Source: an optimization exercise on an open RTL-to-GDS flow (aim: small area and a short achievable clock period). Production flows keep margins and buffers that such runs may drop. In this exercise RTL edits were held to simulation tests only and were not proved equivalent to the original. Power figures rest on the tool's default switching activity, not on a simulated workload.

==> flow/design.v (excerpt) <==
module router_wh_xbar #(
   parameter int NUM_PORTS  = 5,
   parameter int FLIT_WIDTH = 34,
   parameter int FIFO_DEPTH = 4
) (
   input  logic                                   clk,
   input  logic                                   arst,
   input  logic [NUM_PORTS-1:0]                   in_valid_i,
   output logic [NUM_PORTS-1:0]                   in_ready_o,
   input  logic [NUM_PORTS*FLIT_WIDTH-1:0]        in_flit_i,
   input  logic [NUM_PORTS*$clog2(NUM_PORTS)-1:0] in_dest_i,
   output logic [NUM_PORTS-1:0]                   out_valid_o,
   input  logic [NUM_PORTS-1:0]                   out_ready_i,
   output logic [NUM_PORTS*FLIT_WIDTH-1:0]        out_flit_o
);
For scale: ~2,900 cells after synthesis, roughly 860 flip-flops, about 37,000 sq um of cells after synthesis.
==> flow/config.mk <==
export PLATFORM = sky130hd
export DESIGN_NAME = router_wh_xbar
export DESIGN_NICKNAME = router_wh_xbar
export VERILOG_FILES = /design/flow/design.v
export SDC_FILE = /design/flow/constraint.sdc
export NUM_CORES = 4
export LEC_CHECK = 0
export CAP_MARGIN = 20
export CELL_PAD_IN_SITES_DETAIL_PLACEMENT = 1
export CELL_PAD_IN_SITES_GLOBAL_PLACEMENT = 1
export CORE_MARGIN = 2
export CORE_UTILIZATION = 50
export SETUP_SLACK_MARGIN = 4.5
export SLEW_MARGIN = 20
==> flow/constraint.sdc <==
create_clock -name core_clock -period 9.0 [get_ports {clk}]
set_input_delay 1.8000 -clock core_clock [delete_from_list [all_inputs] [get_ports {clk}]]
set_output_delay 1.8000 -clock core_clock [all_outputs]
set_load 0.01 [all_outputs]
standard.sh (not shown) runs the stock make flow with config.mk's settings and CLKGATE_MAP_FILE= SYNTH_SCRIPT=/design/flow/synth_recipe.tcl, a recipe that flattens the netlist after the stock synthesis.
==> flow/flow/run.sh <==
#!/bin/bash
# Layout flow: the standard ORFS flow (standard.sh) with the standard synthesis
# unchanged. One setting differs from the standard layout: every input and output port
# is buffered with sky130_fd_sc_hd__buf_2 (buffer_ports otherwise picks a slow delay
# buffer, clkdlybuf4s50_1, for every port).
# Each step's full output goes to a log file in this work folder (ORFS also keeps its
# own per-step logs under orfs/logs).
set -euo pipefail
cd "$(dirname "${BASH_SOURCE[0]}")/.."
bash standard.sh synth > synth.log 2>&1
export BUFFER_PORTS_ARGS="-buffer_cell sky130_fd_sc_hd__buf_2"
bash standard.sh finish > layout.log 2>&1
The first run completed with no timing, DRC or antenna violations.
Edit:
==> flow/flow/run.sh (replaced) <==
#!/bin/bash
# Layout flow: the standard ORFS flow (standard.sh) with the standard synthesis
# unchanged. Two settings differ from the standard layout:
#  - every input and output port is buffered with sky130_fd_sc_hd__buf_2 (buffer_ports
#    otherwise picks a slow delay buffer, clkdlybuf4s50_1, for every port);
#  - clock tree synthesis clusters up to 30 sinks (60 um across) per clkbuf_16 leaf
#    buffer and adds no dummy loads, for a smaller clock tree.
# Each step's full output goes to a log file in this work folder (ORFS also keeps its
# own per-step logs under orfs/logs).
set -euo pipefail
cd "$(dirname "${BASH_SOURCE[0]}")/.."
bash standard.sh synth > synth.log 2>&1
export BUFFER_PORTS_ARGS="-buffer_cell sky130_fd_sc_hd__buf_2"
export CTS_ARGS="-sink_clustering_enable -repair_clock_nets -sink_clustering_size 30 -sink_clustering_max_diameter 60 -buf_list sky130_fd_sc_hd__clkbuf_16 -dont_use_dummy_load"
bash standard.sh finish > layout.log 2>&1
--- a/flow/config.mk
+++ b/flow/config.mk
@@ -12,3 +12,3 @@
 export CORE_UTILIZATION = 50
-export SETUP_SLACK_MARGIN = 4.5
+export SETUP_SLACK_MARGIN = 4.65
 export SLEW_MARGIN = 20
Effect: The new run went through all stages and came out clean; design area falls by 0.90%; sequential share of layout area rises by 0.51 points; die area does not change.
Edit:
--- a/flow/config.mk
+++ b/flow/config.mk
@@ -12,3 +12,3 @@
 export CORE_UTILIZATION = 50
-export SETUP_SLACK_MARGIN = 4.65
+export SETUP_SLACK_MARGIN = 4.5
 export SLEW_MARGIN = 20
Effect: The new run completed with no timing, DRC or antenna violations; worst setup slack loses 0.20 ns; synthesized area stays the same; via count is lower by 0.91%; power is lower by 0.82%; non-clock buffer count is lower by 18; combinational power hardly moves; count of clock-buffer cells in the layout stays the same.

[re-timing with driven ports]
In the flow no input, the clock included, has a driving cell. The finished layouts below were timed again as built, in two steps.
Step 1: set_driving_cell puts a clkbuf_16 on clk and a buf_2 on each other input, an assumption about the parent block.
Step 2 moves the port delays by t, midway between the first and last clock arrival at a register: inputs arrive t later, outputs are due t later. That takes back most of the time a late clock gives input paths.
a / b / c = ideal / step 1 / step 2; a / b = the first two.
run	t (ns)	setup WS [ns]	worst setup path after step 2
the first run	0.707	4.418 / 4.254 / 3.898	input to register
the second run	0.686	4.611 / 4.104 / 3.667	input to register
the third run	0.675	4.408 / 4.256 / 3.896	input to register
After both steps setup and hold are still met in every run listed. The setup slack of the second run, which loses most, moves by -0.507 ns with the drivers and by -0.944 ns with both steps.
